This is an optimization exercise on Yosys and OpenROAD, whose aim is small area, not a production implementation. Only simulation tests tie the RTL to the original design; equivalence was not proved. No activity file was given, so power comes from the tool's default toggle rates.

<file path="design/flow/config.mk">
export PLATFORM = sky130hd
export DESIGN_NAME = axis_lane_packer
export DESIGN_NICKNAME = axis_lane_packer
export VERILOG_FILES = /design/flow/design.v
export SDC_FILE = /design/flow/constraint.sdc
export NUM_CORES = 4
export LEC_CHECK = 0
export CAP_MARGIN = 20
export CORE_MARGIN = 2
export CORE_UTILIZATION = 70
export SLEW_MARGIN = 20
export SYNTH_HIERARCHICAL = 1
export SYNTH_MINIMUM_KEEP_SIZE = 0
</file>
<file path="design/flow/constraint.sdc">
create_clock -name core_clock -period 4.0 [get_ports {clk}]
set_input_delay 0.8000 -clock core_clock [delete_from_list [all_inputs] [get_ports {clk}]]
set_output_delay 0.8000 -clock core_clock [all_outputs]
set_load 0.01 [all_outputs]
</file>
<file path="design/flow/design.v">
package axis_lane_packer_pkg;
  localparam int LANE_WIDTH    = 16;
  localparam int DEF_IN_WIDTH  = 64;
  localparam int DEF_OUT_WIDTH = 256;
endpackage
module axis_pack_slot #(
  parameter int WIDTH = axis_lane_packer_pkg::DEF_IN_WIDTH
) (
  input  logic             clk,
  input  logic             wr,         
  input  logic             keep,       
  input  logic             load,       
  input  logic             hold,       
  input  logic [WIDTH-1:0] s_data,
  output logic [WIDTH-1:0] m_data
);
  logic [WIDTH-1:0] pack_q;
  logic [WIDTH-1:0] pack_d;
  assign pack_d = ({WIDTH{wr}} & s_data) | ({WIDTH{keep}} & pack_q);
  always_ff @(posedge clk) begin
    pack_q <= pack_d;
    m_data <= ({WIDTH{load}} & pack_d) | ({WIDTH{hold}} & m_data);
  end
endmodule
module axis_count_bit (
  input  logic clk,
  input  logic keep,     
  input  logic a_in,     
  output logic a_out,    
  output logic q
);
  logic sum;
  assign {a_out, sum} = {1'b0, q} + {1'b0, a_in};
  always_ff @(posedge clk) begin
    q <= keep & sum;
  end
endmodule
module axis_lane_packer #(
  parameter int IN_WIDTH  = axis_lane_packer_pkg::DEF_IN_WIDTH,
  parameter int OUT_WIDTH = axis_lane_packer_pkg::DEF_OUT_WIDTH
) (
  input  logic                             clk,
  input  logic                             rst,
  input  logic                             activate,
  input  logic                             s_valid,
  input  logic                             s_last,
  input  logic [IN_WIDTH-1:0]              s_data,
  output logic                             s_ready,
  output logic                             m_valid,
  output logic                             m_last,
  output logic [OUT_WIDTH-1:0]             m_data,
  output logic [OUT_WIDTH/axis_lane_packer_pkg::LANE_WIDTH-1:0]  m_keep,
  input  logic                             m_ready,
  output logic [31:0]                      words_out
);
  localparam int RATIO          = OUT_WIDTH / IN_WIDTH;
  localparam int LANES_PER_BEAT = IN_WIDTH / axis_lane_packer_pkg::LANE_WIDTH;
  localparam int IDX_W          = (RATIO > 1) ? $clog2(RATIO) : 1;
  localparam logic [IDX_W-1:0] LAST_IDX = IDX_W'(RATIO - 1);
  logic             clear;
  logic [IDX_W-1:0] idx_reg;     
  logic             pend_full;
  logic             pend_last;
  logic [IDX_W-1:0] out_idx;     
  logic             s_fire;
  logic             final_beat;
  logic             out_free;
  logic             m_fire;
  logic             out_load;
  assign clear = rst | ~activate;
  assign s_ready    = activate & ~rst & ~pend_full;
  assign s_fire     = s_valid & s_ready;
  assign final_beat = s_fire & (s_last | (idx_reg == LAST_IDX));
  assign out_free = ~m_valid | m_ready;
  assign m_fire   = m_valid & m_ready;
  assign out_load = out_free & (pend_full | final_beat);
  for (genvar gi = 0; gi < RATIO; gi++) begin : g_beat
    axis_pack_slot #(.WIDTH(IN_WIDTH)) u_slot (
      .clk    (clk),
      .wr     (s_fire & (idx_reg == IDX_W'(gi))),
      .keep   (~s_fire | (idx_reg != IDX_W'(gi))),
      .load   (out_load & (IDX_W'(gi) <= idx_reg)),
      .hold   (~out_load),
      .s_data (s_data),
      .m_data (m_data[gi*IN_WIDTH +: IN_WIDTH])
    );
    for (genvar li = 0; li < LANES_PER_BEAT; li++) begin : g_keep
      assign m_keep[gi*LANES_PER_BEAT + li] = (out_idx >= IDX_W'(gi));
    end
  end
  always_ff @(posedge clk) begin
    if (clear) begin
      idx_reg   <= '0;
      pend_full <= 1'b0;
      m_valid   <= 1'b0;
    end else begin
      if (out_load) begin
        idx_reg   <= '0;
        pend_full <= 1'b0;
        m_valid   <= 1'b1;
      end else begin
        if (final_beat) pend_full <= 1'b1;
        else if (s_fire) idx_reg <= idx_reg + 1'b1;
        if (m_fire) m_valid <= 1'b0;
      end
    end
  end
  always_ff @(posedge clk) begin
    if (final_beat) pend_last <= s_last;
    if (out_load) begin
      out_idx <= idx_reg;
      m_last  <= pend_full ? pend_last : s_last;
    end
  end
  logic [32:0] cnt_carry;
  logic [3:0]  cnt_ones;
  logic        cnt_keep;
  assign cnt_keep = ~clear;
  for (genvar gk = 0; gk < 4; gk++) begin : g_cnt_grp
    assign cnt_ones[gk] = &words_out[8*gk +: 8];
    for (genvar gb = 0; gb < 8; gb++) begin : g_cnt_bit
      logic a_in;
      if (gb != 0) begin : g_chain
        assign a_in = cnt_carry[8*gk+gb];
      end else if (gk == 0) begin : g_lsb
        assign a_in = m_fire;
      end else begin : g_grp_in
        assign a_in = m_fire & (&cnt_ones[gk-1:0]);
      end
      axis_count_bit u_bit (
        .clk   (clk),
        .keep  (cnt_keep),
        .a_in  (a_in),
        .a_out (cnt_carry[8*gk+gb+1]),
        .q     (words_out[8*gk+gb])
      );
    end
  end
endmodule
</file>
<file path="design/flow/flow/run.sh">
#!/bin/bash
# Standard layout, with each port buffered by the smallest buffer cell and a clock tree
# built from small clock buffers, in clusters of at most 12 registers, without dummy loads.
set -euo pipefail
bash standard.sh finish \
  "BUFFER_PORTS_ARGS=-buffer_cell sky130_fd_sc_hd__buf_1" \
  "CTS_ARGS=-sink_clustering_enable -repair_clock_nets -dont_use_dummy_load -buf_list {sky130_fd_sc_hd__clkbuf_4} -root_buf sky130_fd_sc_hd__clkbuf_8 -sink_clustering_size 12 -sink_clustering_max_diameter 45" \
  > standard.log 2>&1
</file>
<file path="design/flow/standard.sh">
#!/bin/bash
# synth_recipe.tcl (not shown) runs the flow's synth.tcl, then flattens the netlist and writes it again
# the make line also repeats each setting of config.mk as NAME=value (left out here)
make -C /OpenROAD-flow-scripts/flow DESIGN_CONFIG=/design/flow/config.mk WORK_HOME=/design/flow/orfs CLKGATE_MAP_FILE= SYNTH_SCRIPT=/design/flow/synth_recipe.tcl "${@:-finish}"
</file>
==> summary.txt, run 1 <==
Status: complete, no violations
Biggest regs: g_beat.u_slot.m_data: 256 flops, g_beat.u_slot.pack_q: 256 flops, g_cnt_grp.g_cnt_bit.u_bit.q: 32 flops
DRC: 0
Area delta synth->final: 9.76%
Hold Violations, Final: 0
Die ar.: 0.0261 sq mm
Fillers: 1655
Setup violators final: 0
Layout Nets: 1747
Path depth of the worst reg2reg path: 12
Worst path max stage delay: 540 ps
Asr flop ratio synth: 0%
Slew @ Worst Pin: 861 ps
Tcrit/Tclk final: 73.2%
Skew final: 50.1 ps
Yosys cell types: 34
Vias: 12.3k
Starting Density: 71.4%
Post-DP HPWL: 28.0 mm
Vias in the first global route: 11.8k
Max IR drop VDD: 345 uV
CP top delay family: adder cells
Total Wirelength: 43.5 mm
DRT antenna net count: 0
RSZ-0062 raised after global routing: false
Hold WC Path Type: reg2reg
DRT Pass-1 Iters: 5
Cell Rows: 57
Max Fclk: 342 MHz
First-pass GRT wire length: 66.8 mm
Inst Count DP: 1909
Root buffer selected by CTS: clkbuf_8
Sink Count: 552
Critical path buffers and inverters: 0
Final Max Tran Viols: 0
CP cell instances: nand4_1 > or4_4 > nor4_2 > ha_1 > ha_1 > ha_1 > ha_1 > ha_1 > ha_1 > ha_1 > ha_1 > and2_1
Core area: 0.0243 sq mm
WS Path Type: reg2reg
Pin count of the biggest net entering global routing: 82
Port-buffer cells: 372
Total grt overflow: 0
Crit path max fanout: 3
GR Util All Layers: 32.4%
I/O pin count: 377
Critical path depth: 12
Lkg Pwr: 7.73 nW
Slew HR: 42.6%
Layout cell share with drive strength beyond 1: 5.68%
Number of flops mapped to enable cells by yosys: 4
Antenna violations before repair: 2
Die height: 162 um
# hold bufs at CTS: 0
CP required: 4480 ps
Seq/Total Area, Yosys: 63.8%
Crit path DAT: 3410 ps
Minimum clock period: 2930 ps
Slowest cell on crit path: or4_4
Yosys warns: 9
Max-Cap Viols: 0
Clock Path Buffers: 3
Die W: 162 um
Vias per cell: 6.26
Synth Register Bits: 552
Worst-Skew Late Latency: 580 ps
H-tree levels: 2
Setup TNS: 0 ps
CTS buffer count: 53
Syn avg cell area: 13.2 sq um
CTS tree: yes
Avg WL per Cell: 22.1 um
Dominant synthesized flop cell: dfxtp_1
Pwr per Cell Area: 468 mW/mm^2
DP Worst Slack: 561 ps
Setup crit end kind: flop
Iter 0 DRT Violations: 982
Most numerous cell on the critical path: ha_1
GP Congestion: 0.814
Post_cts resized: 0
Hold Path Cell Cnt: 1
Area of the multi-input gates: 0.00547 sq mm
Critical Path Start Type: flop
Register area: 0.0111 sq mm
Syn Inst Count: 1314
Mapped cell area: 0.0174 sq mm
Post-CTS setup buffers: 0
Clock transition at the registers of the reported paths: 120 ps
Non-Filler Instances: 1964
Final WS setup: 1070 ps
Pwr Total: 8.92 mW
-- per-layer routing --
metal  global-route usage, %  wire, um  vias up  share of wire (%)
li1                        -         -     5631                  -
met1                    43.3     18300     5993                 42
met2                    50.8     19700      553                 45
met3                    7.32      3660      108                8.4
met4                    14.2      1750        0                4.0
met5                       0         0        -                  0
-- Yosys stat by module, one instance, submodules excluded, excerpt --
module            cell area (sq um)  flip-flops and latches
axis_count_bit                 38.8                       1
axis_lane_packer                674                       8
-- final timing paths --
kind | startpoint | endpoint | slack [ps]
max | g_cnt_grp[0].g_cnt_bit[2].u_bit.q | g_cnt_grp[3].g_cnt_bit[7].u_bit.q | 1070
min | g_beat[1].u_slot.pack_q[55] | g_beat[1].u_slot.pack_q[55] | 480
max reg2reg | g_cnt_grp[0].g_cnt_bit[2].u_bit.q | g_cnt_grp[3].g_cnt_bit[7].u_bit.q | 1070
min reg2reg | g_beat[1].u_slot.pack_q[55] | g_beat[1].u_slot.pack_q[55] | 480
-- stage by stage --
stage	area (sq um)	util, %	hold WS [ps]
2_1_floorplan	17400	-	440
3_3_place_gp	18600	76.6	452
3_5_place_dp	18600	76.6	453
4_1_cts	19100	78.4	477
5_1_grt	19100	78.4	493
6_report	19100	78.4	480
-- cell usage after synthesis (all sizes together) (2+ instances only) --
cell	instances	area, sq um
and2	33	206
edfxtp	4	120
clkbuf	33	124
ha	37	463
a21oi	3	15.0
nor3	4	20.0
a211oi	2	15.0
buf	93	703
o21ai	3	15.0
nand2	5	18.8
nor2	6	22.5
a22o	512	4480
or2	3	18.8
inv	9	33.8
nand4	6	37.5
nand3	2	10.0
dfxtp	548	11000
-- layout by cell type, fill, tap and decap left out, drive strengths merged, types with 2 or more instances in the layout --
master	netlist	routed
or2	3	3
a211oi	2	2
nand2	5	5
nor3	4	4
inv	9	9
conb	1	4
clkbuf	33	53
a22o	512	512
o21ai	3	3
nand4	6	6
edfxtp	4	4
buf	93	394
and2	33	33
nor2	6	6
diode	0	2
a21oi	3	3
nand3	2	2
dfxtp	548	548
ha	37	37
-- power breakdown --
part,leakage (nW),switching (mW),internal [mW]
Combinational,2.99,0.403,0.309
Clock,0.257,1.60,0.675
Sequential,4.49,0.132,5.80
-- cell families (layout without fill, tap and decap cells) --
kind of cell	after synthesis	in the layout	synth area share (%)
adders and majority gates	37	37	2.66
muxes	1	1	0.0648
and+or+nand+nor	67	67	2.36
DFF	552	552	63.8
AOI/OAI and AO/OA	521	521	26.1
other	1	6	0.0216
buffers and inverters	135	456	4.95
-- worst reg2reg max path: stages, from the launching register on --
cell and delay, ps:
dfxtp_1 370, nand4_1 210, or4_4 540, nor4_2 290
ha_1 190, ha_1 150, ha_1 150, ha_1 150
ha_1 150, ha_1 150, ha_1 150, ha_1 220
and2_1 150
-- cell type report --
| type | instances | share of cell area (%) |
|---|---|---|
| clock buffer | 53 | 2.25 |
| timing repair buffer | 394 | 8.58 |
| sequential | 552 | 58.2 |
| antenna | 2 | 0.0262 |
| inverter | 9 | 0.177 |
| multi-input combinational | 630 | 28.7 |
| tap | 324 | 2.13 |
==> inputs of run 2 (changes only) <==
--- a/design/flow/design.v
+++ b/design/flow/design.v
@@ -79,6 +79,6 @@
       .clk    (clk),
-      .wr     (s_fire & (idx_reg == IDX_W'(gi))),
-      .keep   (~s_fire | (idx_reg != IDX_W'(gi))),
-      .load   (out_load & (IDX_W'(gi) <= idx_reg)),
-      .hold   (~out_load),
+      .wr     (~pend_full & (idx_reg == IDX_W'(gi))),
+      .keep   (pend_full | (idx_reg != IDX_W'(gi))),
+      .load   (out_free & (IDX_W'(gi) <= idx_reg)),
+      .hold   (~out_free),
       .s_data (s_data),
@@ -108,4 +108,4 @@
   always_ff @(posedge clk) begin
-    if (final_beat) pend_last <= s_last;
-    if (out_load) begin
+    if (~pend_full) pend_last <= s_last;
+    if (out_free) begin
       out_idx <= idx_reg;
==> design/flow/flow/run.sh (replaced) <==
#!/bin/bash
# Standard layout, with each port buffered by the smallest buffer cell and a clock tree
# built from small clock buffers, in clusters of at most 10 registers, without dummy loads.
set -euo pipefail
bash standard.sh finish \
  "BUFFER_PORTS_ARGS=-buffer_cell sky130_fd_sc_hd__buf_1" \
  "CTS_ARGS=-sink_clustering_enable -repair_clock_nets -dont_use_dummy_load -buf_list {sky130_fd_sc_hd__clkbuf_4} -root_buf sky130_fd_sc_hd__clkbuf_8 -sink_clustering_size 10 -sink_clustering_max_diameter 40" \
  > standard.log 2>&1
==> run 2 against run 1 <==
Effect of this change:
- sequential power is essentially flat
- global-route usage grew 0.50 points
- setup slack gained 260 ps
- die area is essentially flat
- non-clock buffer count shrank 7
- sequential cell count is the same
- largest cell class unchanged
==> summary.txt, run 2 <==
Die height: 162 um (about the same)
Gate power share: 7.1% (was 8.0%)
DRC: 0 (unchanged)
Clock Path Buffers: 3 (unchanged)
Vias per cell: 6.26 (about the same)
Top-count cell post-synth: dfxtp_1 (unchanged)
Skew final: 54.0 ps (was 50.1 ps)
Hold WC Path Type: reg2reg (unchanged)
Biggest regs: g_beat.u_slot.m_data: 256 flops, g_beat.u_slot.pack_q: 256 flops, g_cnt_grp.g_cnt_bit.u_bit.q: 32 flops (unchanged)
CTS tree: yes (unchanged)
Post-DP HPWL: 27.9 mm (was 28.0 mm)
Tcrit/Tclk final: 66.8% (was 73.2%)
Iter 0 DRT Violations: 897 (was 982)
Total grt overflow: 0 (unchanged)
Post-synth top area cell: dfxtp_1 (unchanged)
Area of the multi-input gates: 0.00546 sq mm (was 0.00547 sq mm)
Sink Count: 552 (unchanged)
RSZ-0062 raised after global routing: false (unchanged)
Vias: 12.3k (about the same)
Total Wirelength: 44.1 mm (was 43.5 mm)
Net Sw Frac: 23.3% (was 23.9%)
Synth Register Bits: 552 (unchanged)
Number of flops mapped to enable cells by yosys: 3 (was 4)
Setup violators final: 0 (unchanged)
Post-CTS setup buffers: 0 (unchanged)
Max-Cap Viols: 0 (unchanged)
GP Congestion: 0.864 (was 0.814)
Setup crit end kind: flop (unchanged)
Area fraction of the dominant cell type after synthesis: 63.3% (was 63.1%)
NetSw: 2.13 mW (about the same)
# hold bufs at CTS: 0 (unchanged)
Starting Density: 71.4% (about the same)
Critical Path Start Type: flop (unchanged)
Pwr per Cell Area: 478 mW/mm^2 (was 468 mW/mm^2)
Yosys warns: 9 (unchanged)
Crit path DAT: 3130 ps (was 3410 ps)
Asr flop ratio synth: 0% (unchanged)
Hold Path Cell Cnt: 1 (unchanged)
Minimum clock period: 2670 ps (was 2930 ps)
Final Max Tran Viols: 0 (unchanged)
Core area: 0.0243 sq mm (unchanged)
Mapped cell area: 0.0174 sq mm (about the same)
Hold_sp: g_beat[0].u_slot.pack_q[35] (was g_beat[1].u_slot.pack_q[55])
Syn avg cell area: 13.3 sq um (was 13.2 sq um)
H-tree levels: 3 (was 2)
Flop pwr share: 65.3% (was 66.5%)
Status: complete, no violations (unchanged)
Setup TNS: 0 ps (unchanged)
Yosys cell types: 32 (was 34)
Slew HR: 27.9% (was 42.6%)
Commonest non-fill, non-tap cell in the layout: dfxtp_1 (unchanged)
Seq/Total Area, Yosys: 63.8% (about the same)
Max Fclk: 374 MHz (was 342 MHz)
Max IR drop VDD: 277 uV (was 345 uV)
Avg WL per Cell: 22.5 um (was 22.1 um)
Register area: 0.0111 sq mm (about the same)
DRT antenna net count: 0 (unchanged)
Worst-Skew Late Latency: 560 ps (was 580 ps)
Port-buffer cells: 372 (unchanged)
R2r setup slk: 1330 ps (was 1070 ps)
Hold slack final: 477 ps (was 480 ps)
Fillers: 1604 (was 1655)
I/O pin count: 377 (unchanged)
Vias in the first global route: 12.1k (was 11.8k)
Layout Nets: 1746 (was 1747)
Lkg Pwr: 7.94 nW (was 7.73 nW)
Internal power: 6.99 mW (was 6.79 mW)
GR Util All Layers: 32.9% (was 32.4%)
Hold Violations, Final: 0 (unchanged)
Reg-to-Reg Start: g_cnt_grp[0].g_cnt_bit[6].u_bit.q (was g_cnt_grp[0].g_cnt_bit[2].u_bit.q)
Syn Inst Count: 1309 (was 1314)
Antenna violations before repair: 1 (was 2)
Layout cell share with drive strength beyond 1: 5.93% (was 5.68%)
Area delta synth->final: 9.86% (was 9.76%)
Synth top area cells: dfxtp_1, a22o_1, ha_1 (unchanged)
Post_cts resized: 0 (unchanged)
First-pass GRT wire length: 68.0 mm (was 66.8 mm)
CTS buffer count: 66 (was 53)
Power share of the clock group: 27.6% (was 25.5%)
Cell Rows: 57 (unchanged)
Die W: 162 um (about the same)
Dominant synthesized flop cell: dfxtp_1 (unchanged)
Root buffer selected by CTS: clkbuf_8 (unchanged)
Pin count of the biggest net entering global routing: 158 (was 82)
WS Path Type: reg2reg (unchanged)
Crit path max fanout: 3 (unchanged)
Die ar.: 0.0261 sq mm (about the same)
Slew @ Worst Pin: 1080 ps (was 861 ps)
Clock transition at the registers of the reported paths: 100 ps (was 120 ps)
Most frequent cells in the layout: dfxtp_1, a22o_1, buf_1 (unchanged)
DRT Pass-1 Iters: 5 (unchanged)
CP required: 4460 ps (was 4480 ps)
WHS Endpoint: g_beat[0].u_slot.pack_q[35] (was g_beat[1].u_slot.pack_q[55])
Path depth of the worst reg2reg path: 12 (unchanged)
Commonest cells post-synth: dfxtp_1, a22o_1, buf_6, ha_1, and2_1 (was dfxtp_1, a22o_1, ha_1, buf_6)
R2R Path End: g_cnt_grp[2].g_cnt_bit[7].u_bit.q (was g_cnt_grp[3].g_cnt_bit[7].u_bit.q)
## run 2: Yosys stat by module, one instance, submodules excluded, a selection
module	cells	copies in the design	cell area, sq um
axis_count_bit	3	32	38.8
axis_lane_packer	77	1	664
## run 2: area by class of cell
class | instances | area share [%]
Sequential cell | 552 | 58.1
Antenna cell | 2 | 0.0262
Tap cell | 324 | 2.13
Clock buffer | 66 | 2.89
Inverter | 8 | 0.157
Timing Repair Buffer | 387 | 8.11
Multi-Input combinational cell | 624 | 28.6
## run 2: kinds of logic (layout without fill, tap and decap cells)
kind of cell / after synthesis / after routing / synth area share (%)
other: 1 / 6 / 0.0216
adders and majority gates: 37 / 37 / 2.67
buffers and inverters: 136 / 461 / 5.02
DFF: 552 / 552 / 63.8
muxes: 2 / 2 / 0.130
and+or+nand+nor: 63 / 63 / 2.30
AOI/OAI and AO/OA: 518 / 518 / 26.1
## run 2: power groups by stage
stage	combinational, mW	clock [mW]	sequential [mW]
2_1_floorplan	0.398	0	6.09
3_3_place_gp	0.615	0	6.07
3_5_place_dp	0.639	0	6.08
4_1_cts	0.643	2.55	5.96
5_1_grt	0.700	2.78	5.99
6_report	0.649	2.51	5.96
## run 2: per-layer routing
layer  global-route usage (%)  routed length, um
met1                     42.9              18500
met2                     52.7              20400
met3                     7.86               3490
met4                     13.9               1670
met5                        0                 13
## run 2: stage by stage
| stage | instances | util (%) | power (mW) | instance area [sq um] | setup slack [ps] |
|---|---|---|---|---|---|
| 2_1_floorplan | 1312 | - | 6.49 | 17400 | 1060 |
| 3_3_place_gp | 1895 | 76.2 | 6.68 | 18500 | 828 |
| 3_5_place_dp | 1895 | 76.2 | 6.72 | 18500 | 763 |
| 4_1_cts | 1961 | 78.4 | 9.15 | 19100 | 1290 |
| 5_1_grt | 1961 | 78.4 | 9.47 | 19100 | 1120 |
| 6_report | 1963 | 78.4 | 9.12 | 19100 | 1330 |
## run 2: how the worst max path moves through the flow
stage | startpoint | to
floorplan | m_ready | g_cnt_grp[2].g_cnt_bit[7].u_bit.q
CTS | g_cnt_grp[0].g_cnt_bit[6].u_bit.q | g_cnt_grp[2].g_cnt_bit[7].u_bit.q
detailed placement | m_ready | g_cnt_grp[2].g_cnt_bit[7].u_bit.q
global placement | m_ready | g_cnt_grp[3].g_cnt_bit[7].u_bit.q
finish | g_cnt_grp[0].g_cnt_bit[6].u_bit.q | g_cnt_grp[2].g_cnt_bit[7].u_bit.q
global route | g_cnt_grp[0].g_cnt_bit[6].u_bit.q | g_cnt_grp[2].g_cnt_bit[7].u_bit.q
## run 2: worst max-delay path, cell delays in order, from the launching register on
cell     delay (ps)
dfxtp_1         350
and4_1          210
nand2_1         110
nor4_1           70
ha_1            200
ha_1            190
ha_1            200
ha_1            200
ha_1            200
ha_1            210
ha_1            210
ha_1            280
and2_1          150
==> inputs of run 3 (changes only) <==
--- a/design/flow/flow/run.sh
+++ b/design/flow/flow/run.sh
@@ -3,2 +3,3 @@
 # built from small clock buffers, in clusters of at most 10 registers, without dummy loads.
+# After global routing, gates off the critical paths are downsized (power recovery).
 set -euo pipefail
@@ -6,2 +7,3 @@
   "BUFFER_PORTS_ARGS=-buffer_cell sky130_fd_sc_hd__buf_1" \
+  "RECOVER_POWER=100" \
   "CTS_ARGS=-sink_clustering_enable -repair_clock_nets -dont_use_dummy_load -buf_list {sky130_fd_sc_hd__clkbuf_4} -root_buf sky130_fd_sc_hd__clkbuf_8 -sink_clustering_size 10 -sink_clustering_max_diameter 40" \
==> run 3 against run 2 <==
Effect of this change:
- the layout now fails its checks (max-capacitance violations, max-slew violations)
- final cell count is the same
- clock skew shrank 0.57 ps
- clock-buffer cell count is the same
- critical endpoint is now g_beat[0].u_slot.m_data[27]
- largest cell class unchanged
- highest routed layer unchanged
==> summary.txt, run 3 <==
Status: failed layout checks (was complete, no violations)
Layout Check Fails: max-capacitance violations, max-slew violations
Tcrit/Tclk final: 76.4% (was 66.8%)
Area delta synth->final: 9.67% (was 9.86%)
Synth Register Bits: 552 (unchanged)
Final Max Tran Viols: 488 (was 0)
Fillers: 1610 (was 1604)
Commonest cells post-synth: dfxtp_1, a22o_1, buf_6, ha_1, and2_1 (unchanged)
Max IR drop VDD: 278 uV (was 277 uV)
DP Worst Slack: 763 ps (unchanged)
CTS buffer count: 66 (unchanged)
Iter 0 DRT Violations: 907 (was 897)
GP Congestion: 0.864 (unchanged)
# hold bufs at CTS: 0 (unchanged)
Critical Path Start Type: flop (unchanged)
Post-DP HPWL: 27.9 mm (unchanged)
Seq/Total Area, Yosys: 63.8% (unchanged)
Crit path max fanout: 157 (was 3)
Synth top area cells: dfxtp_1, a22o_1, ha_1 (unchanged)
Setup TNS: 0 ps (unchanged)
Post_cts resized: 0 (unchanged)
WS Path Type: reg2reg (unchanged)
Most frequent cells in the layout: dfxtp_1, a22o_1, buf_1 (unchanged)
H-tree levels: 3 (unchanged)
Total grt overflow: 0 (unchanged)
Final WS setup: 944 ps (was 1330 ps)
RSZ-0062 raised after global routing: false (unchanged)
Post-CTS setup buffers: 0 (unchanged)
Post-synth top area cell: dfxtp_1 (unchanged)
Antenna violations before repair: 1 (unchanged)
Biggest regs: g_beat.u_slot.m_data: 256 flops, g_beat.u_slot.pack_q: 256 flops, g_cnt_grp.g_cnt_bit.u_bit.q: 32 flops (unchanged)
Vias: 12.4k (was 12.3k)
Syn avg cell area: 13.3 sq um (unchanged)
Die W: 162 um (unchanged)
Inst Count DP: 1895 (unchanged)
Max-Cap Viols: 6 (was 0)
Minimum clock period: 3060 ps (was 2670 ps)
Area of the multi-input gates: 0.00545 sq mm (was 0.00546 sq mm)
Vias per cell: 6.29 (was 6.26)
First-pass GRT wire length: 68.0 mm (unchanged)
Pwr per Cell Area: 479 mW/mm^2 (was 478 mW/mm^2)
I/O pin count: 377 (unchanged)
Vias in the first global route: 12.1k (unchanged)
Area after DPL: 0.0185 sq mm (unchanged)
Setup crit end kind: flop (unchanged)
Lkg Pwr: 7.92 nW (was 7.94 nW)
DRT Pass-1 Iters: 5 (unchanged)
Mapped cell area: 0.0174 sq mm (unchanged)
DRC: 0 (unchanged)
GR Util All Layers: 32.9% (unchanged)
Root buffer selected by CTS: clkbuf_8 (unchanged)
Cell Rows: 57 (unchanged)
Hold slack final: 478 ps (was 477 ps)
Layout cell share with drive strength beyond 1: 5.80% (was 5.93%)
Starting Density: 71.4% (unchanged)
Register area: 0.0111 sq mm (unchanged)
Crit path DAT: 3540 ps (was 3130 ps)
Yosys cell types: 32 (unchanged)
Core area: 0.0243 sq mm (unchanged)
Number of flops mapped to enable cells by yosys: 3 (unchanged)
Port-buffer cells: 372 (unchanged)
Hold Violations, Final: 0 (unchanged)
Avg WL per Cell: 22.5 um (about the same)
CP required: 4490 ps (was 4460 ps)
Asr flop ratio synth: 0% (unchanged)
Dominant synthesized flop cell: dfxtp_1 (unchanged)
Max Fclk: 327 MHz (was 374 MHz)
Slew @ Worst Pin: 1830 ps (was 1080 ps)
Hold WC Path Type: reg2reg (unchanged)
Slew HR: -22.0% (was 27.9%)
Clock Path Buffers: 3 (unchanged)
Clock transition at the registers of the reported paths: 100 ps (about the same)
Area fraction of the dominant cell type after synthesis: 63.3% (unchanged)
Sink Count: 552 (unchanged)
Finished Cell Area: 0.0190 sq mm (was 0.0191 sq mm)
Worst-Skew Late Latency: 560 ps (about the same)
Skew final: 53.5 ps (was 54.0 ps)
Setup violators final: 0 (unchanged)
Die height: 162 um (unchanged)
Commonest non-fill, non-tap cell in the layout: dfxtp_1 (unchanged)
Yosys warns: 9 (unchanged)
CTS tree: yes (unchanged)
Non-Filler Instances: 1963 (unchanged)
Total Wirelength: 44.2 mm (was 44.1 mm)
Layout Nets: 1746 (unchanged)
Die ar.: 0.0261 sq mm (unchanged)
DRT antenna net count: 0 (unchanged)
Syn Inst Count: 1309 (unchanged)
Top-count cell post-synth: dfxtp_1 (unchanged)
Pin count of the biggest net entering global routing: 158 (unchanged)
==> run 3: cell count changes in the layout (fill, tap and decap cells not counted), moves of 2 or more <==
cell / change
buf_4: -5
buf_1: -2
and2_1: -10
and2_0: +10
clkbuf_2: +5
clkbuf_1: +2
==> run 3: worst max-delay path: stages (launching register included) <==
cell and delay [ps]:
dfxtp_1 360, nor2b_1 680, clkbuf_4 1510, a22o_1 340
==> run 3: power by group <==
part	leakage (nW)	switching (mW)	total, mW	internal, mW
clock network	0.327	1.65	2.52	0.869
registers	4.53	0.119	5.96	5.84
logic	3.06	0.364	0.648	0.284
total	7.92	2.13	9.12	6.99
==> run 3: through the flow <==
stage               util, %  power, mW
floorplan                 -       6.49
global route           78.3       9.47
finish                 78.3       9.12
global placement       76.2       6.68
detailed placement     76.2       6.72
CTS                    78.4       9.15
==> run 3: kinds of logic after synthesis <==
kind of cell / after synthesis / share of synthesized area (%)
AOI/OAI and AO/OA: 518 / 26.1
DFF: 552 / 63.8
muxes: 2 / 0.130
other: 1 / 0.0216
buffers and inverters: 136 / 5.02
adders and majority gates: 37 / 2.67
and+or+nand+nor: 63 / 2.30
==> run 3: final timing paths <==
| path | startpoint | to | slack [ps] | cells past startpoint |
|---|---|---|---|---|
| min reg2reg | g_beat[0].u_slot.pack_q[35] | g_beat[0].u_slot.pack_q[35] | 480 | 1 |
| max reg2reg | m_valid | g_beat[0].u_slot.m_data[27] | 940 | 3 |
| max | m_valid | g_beat[0].u_slot.m_data[27] | 940 | 3 |
| min | g_beat[0].u_slot.pack_q[35] | g_beat[0].u_slot.pack_q[35] | 480 | 1 |
==> run 3: area by class of cell <==
type	count	area share, %
diodes	2	0.0263
repair buffers	387	7.99
clock buffers	66	2.90
well taps	324	2.13
multi-input cells	624	28.6
flip-flops and latches	552	58.2
inverters	8	0.158
==> run 3: per-module statistics from Yosys, one instance, submodules excluded, excerpt <==
module	copies in the design	area, sq um
axis_count_bit	32	38.8
axis_lane_packer	1	664
==> run 3: routing by layer <==
layer	vias up	part of all wire (%)	global-route usage [%]
li1	5608	-	-
met5	-	0.029	0
met1	6081	42	42.9
met2	551	46	52.7
met3	115	8.0	7.86
met4	2	3.7	13.9
==> inputs of run 4 (changes only) <==
==> design/flow/flow/run.sh (replaced) <==
#!/bin/bash
# Standard layout, with each port buffered by the smallest buffer cell and a clock tree
# built from small clock buffers, in clusters of at most 12 registers, without dummy loads.
set -euo pipefail
bash standard.sh finish \
  "BUFFER_PORTS_ARGS=-buffer_cell sky130_fd_sc_hd__buf_1" \
  "CTS_ARGS=-sink_clustering_enable -repair_clock_nets -dont_use_dummy_load -buf_list {sky130_fd_sc_hd__clkbuf_4} -root_buf sky130_fd_sc_hd__clkbuf_8 -sink_clustering_size 12 -sink_clustering_max_diameter 35" \
  > standard.log 2>&1
==> run 4 against run 3 <==
Effect of this change:
- now clean on timing, DRC and antenna
- fmax is 15% higher
- clock power is 6% lower
- synthesized cell count stayed put
- highest routed layer unchanged
- synthesized area stayed put
- total power is 1.7% lower
- clock skew is 12 ps higher
- sequential share of layout area is 0.084 points higher
- die area stayed put
- wire length is 0.70% lower
- global-route usage is 0.32 points lower
- first-iteration DRC count is 9.3% higher
- largest power group unchanged
- hold slack worse by 7.2 ps
==> summary.txt, run 4 <==
CTS tree: yes (unchanged)
Layout Nets: 1741 (was 1746)
Total Wirelength: 43.8 mm (was 44.2 mm)
Avg WL per Cell: 22.4 um (was 22.5 um)
Largest family of logic cells by synthesized area: compound AO/OA/AOI/OAI gates (unchanged)
Post-DP HPWL: 27.9 mm (unchanged)
Dominant synthesized flop cell: dfxtp_1 (unchanged)
Slowest cell on crit path: ha_1 (was clkbuf_4)
Slew HR: 26.5% (was -22.0%)
Pwr per Cell Area: 472 mW/mm^2 (was 479 mW/mm^2)
Seq/Total Area, Yosys: 63.8% (unchanged)
# hold bufs at CTS: 0 (unchanged)
Post_cts resized: 0 (unchanged)
Synth Register Bits: 552 (unchanged)
Root buffer selected by CTS: clkbuf_8 (unchanged)
Minimum clock period: 2670 ps (was 3060 ps)
Worst path max stage delay: 290 ps (was 1510 ps)
Port-buffer cells: 372 (unchanged)
Most frequent cells in the layout: dfxtp_1, a22o_1, buf_1 (unchanged)
Sink Count: 552 (unchanged)
Yosys cell types: 32 (unchanged)
Setup crit end kind: flop (unchanged)
Commonest cells post-synth: dfxtp_1, a22o_1, buf_6, ha_1, and2_1 (unchanged)
First-pass GRT wire length: 67.5 mm (was 68.0 mm)
WS Path Type: in2reg (was reg2reg)
Setup TNS: 0 ps (unchanged)
Most numerous cell on the critical path: ha_1
Post-synthesis compound-gate area fraction: 26.1% (unchanged)
H-tree levels: 2 (was 3)
Number of flops mapped to enable cells by yosys: 3 (unchanged)
Asr flop ratio synth: 0% (unchanged)
Critical path depth: 13 (was 3)
DRT antenna net count: 0 (unchanged)
Total grt overflow: 0 (unchanged)
Cell Rows: 57 (unchanged)
Post-Synth Adder-Cell Area: 2.67% (unchanged)
Post-CTS setup buffers: 0 (unchanged)
I/O pin count: 377 (unchanged)
CP top delay family: adder cells (was buffers and inverters)
Critical path buffers and inverters: 1 (unchanged)
Hold Violations, Final: 0 (unchanged)
Post-Synth Simple-Gate Area: 2.30% (unchanged)
Commonest non-fill, non-tap cell in the layout: dfxtp_1 (unchanged)
Vias per cell: 6.28 (was 6.29)
CTS buffer count: 61 (was 66)
RSZ-0062 raised after global routing: false (unchanged)
Vias: 12.3k (was 12.4k)
Antenna violations before repair: 2 (was 1)
DRC: 0 (unchanged)
Pwr Total: 8.97 mW (was 9.12 mW)
Syn avg cell area: 13.3 sq um (unchanged)
Die height: 162 um (unchanged)
Critical Path Start Type: primary input (was flop)
Post-synth top area cell: dfxtp_1 (unchanged)
GP Congestion: 0.864 (unchanged)
Clock transition at the registers of the reported paths: 70 ps (was 100 ps)
Crit path DAT: 3110 ps (was 3540 ps)
Slew @ Worst Pin: 1100 ps (was 1830 ps)
Synth top area cells: dfxtp_1, a22o_1, ha_1 (unchanged)
Max Fclk: 375 MHz (was 327 MHz)
Syn Inst Count: 1309 (unchanged)
Tcrit/Tclk final: 66.7% (was 76.4%)
Core area: 0.0243 sq mm (unchanged)
Max IR drop VDD: 296 uV (was 278 uV)
GR Util All Layers: 32.5% (was 32.9%)
Max-Cap Viols: 0 (was 6)
Final Max Tran Viols: 0 (was 488)
Pin count of the biggest net entering global routing: 158 (unchanged)
Worst-Skew Late Latency: 610 ps (was 560 ps)
Die W: 162 um (unchanged)
Mux share of post-synthesis cell area: 0.130% (unchanged)
Skew final: 65.1 ps (was 53.5 ps)
Biggest regs: g_beat.u_slot.m_data: 256 flops, g_beat.u_slot.pack_q: 256 flops, g_cnt_grp.g_cnt_bit.u_bit.q: 32 flops (unchanged)
Top-count cell post-synth: dfxtp_1 (unchanged)
Area fraction of the dominant cell type after synthesis: 63.3% (unchanged)
CP cell instances: buf_1 > and2_1 > nand2_1 > nor4bb_1 > ha_1 > ha_1 > ha_1 > ha_1 > ha_1 > ha_1 > ha_1 > ha_1 > and2_1 (was nor2b_1 > clkbuf_4 > a22o_1)
Status: complete, no violations (was failed layout checks)
Lkg Pwr: 7.90 nW (was 7.92 nW)
Clock Path Buffers: 3 (unchanged)
XOR/XNOR Fraction of Synth Area: 0% (unchanged)
Hold WC Path Type: reg2reg (unchanged)
Layout cell share with drive strength beyond 1: 5.64% (was 5.80%)
Iter 0 DRT Violations: 991 (was 907)
Crit path max fanout: 3 (was 157)
Vias in the first global route: 12.0k (was 12.1k)
Die ar.: 0.0261 sq mm (unchanged)
DRT Pass-1 Iters: 7 (was 5)
Path depth of the worst reg2reg path: 12 (was 3)
Area delta synth->final: 9.51% (was 9.67%)
Yosys warns: 9 (unchanged)
Setup violators final: 0 (unchanged)
Mapped cell area: 0.0174 sq mm (unchanged)
Hold Path Cell Cnt: 1 (unchanged)
CP required: 4450 ps (was 4490 ps)
Starting Density: 71.4% (unchanged)
## run 4: cell type report
| type | instances | area, sq um |
|---|---|---|
| diodes | 3 | 7.51 |
| inverters | 8 | 30.0 |
| fillers | 1609 | 5300 |
| well taps | 324 | 405 |
| multi-input cells | 624 | 5460 |
| repair buffers | 387 | 1550 |
| clock buffers | 61 | 489 |
| flip-flops and latches | 552 | 11100 |
## run 4: cell families (layout without fill, tap and decap cells)
group,Yosys count,after routing
flops,552,552
simple gates,63,63
buf+inv,136,456
compound gates,518,518
fa+ha+maj,37,37
other cells,1,7
mux,2,2
## run 4: power breakdown
| group | leakage [nW] | total (mW) | internal (mW) | switching (mW) |
|---|---|---|---|---|
| sequential | 4.53 | 5.96 | 5.84 | 0.119 |
| clock | 0.294 | 2.36 | 0.765 | 1.60 |
| combinational | 3.07 | 0.648 | 0.284 | 0.364 |
| total | 7.90 | 8.97 | 6.89 | 2.08 |
## run 4: through the flow
step                      area, sq um  hold WS (ps)  worst slack, ps  utilization (%)  std cells
final                           19000           471             1330             78.2       1959
after CTS                       19000           471             1300             78.2       1956
after detailed placement        18500           453              763             76.2       1895
after global routing            19000           486             1180             78.2       1957
after floorplan                 17400           440             1060                -       1312
after global placement          18500           452              828             76.2       1895
## run 4: worst reg2reg max path: cells and delay by family (launching register included)
family                   cells  cell delay, ps
flip-flops                   1             360
AND/OR/NAND/NOR              4             510
adder cells (fa/ha/maj)      8            1680
## run 4: metal layers
metal / up-vias / wire [um] / track usage, %
met5: - / 13 / 0
met4: 2 / 1470 / 13.0
met3: 88 / 3620 / 7.29
met2: 551 / 20500 / 52.1
met1: 6067 / 18300 / 43.2
li1: 5598 / - / -
## run 4: per-module statistics from Yosys (local to each module, per instance), excerpt
| module | flip-flops and latches | times used | area (sq um) |
|---|---|---|---|
| axis_lane_packer | 8 | 1 | 664 |
| axis_count_bit | 1 | 32 | 38.8 |
## run 4: worst paths after layout
path	from	to	slack, ps
worst min-delay path	g_beat[1].u_slot.pack_q[46]	g_beat[1].u_slot.pack_q[46]	470
worst min register to register	g_beat[1].u_slot.pack_q[46]	g_beat[1].u_slot.pack_q[46]	470
worst max register to register	g_cnt_grp[0].g_cnt_bit[5].u_bit.q	g_cnt_grp[3].g_cnt_bit[7].u_bit.q	1340
worst max-delay path	m_ready	g_cnt_grp[3].g_cnt_bit[7].u_bit.q	1330

[afterwards: timing with drivers on the ports]
In the flow no input, the clock included, has a driving cell. The finished layouts below were timed again as built, in two steps.
Step 1, drivers: a clkbuf_16 drives clk and a buf_2 each remaining input, both assumed.
Step 2, shift: input delay + t, output delay - t, t = (earliest + latest rising clock arrival at the registers) / 2. This alone moves slack from input paths to output paths.
a / b / c = ideal / step 1 / step 2; a / b = the first two.
| run | shift t [ns] | setup WS [ns] | worst register clock-pin slew, ns | pins driven straight from the clock port |
|---|---|---|---|---|
| run 1 | 0.606 | 1.073 / 1.073 / 0.585 | 0.12 / 0.12 | 1 |
| run 2 | 0.586 | 1.330 / 1.330 / 0.783 | 0.12 / 0.12 | 1 |
| run 3 | 0.588 | 0.944 / 0.944 / 0.431 | 0.12 / 0.12 | 1 |
| run 4 | 0.614 | 1.332 / 1.336 / 0.743 | 0.12 / 0.12 | 1 |
For run 4, which loses most, drivers alone change the setup slack by +0.004 ns; drivers and shift together by -0.589 ns.
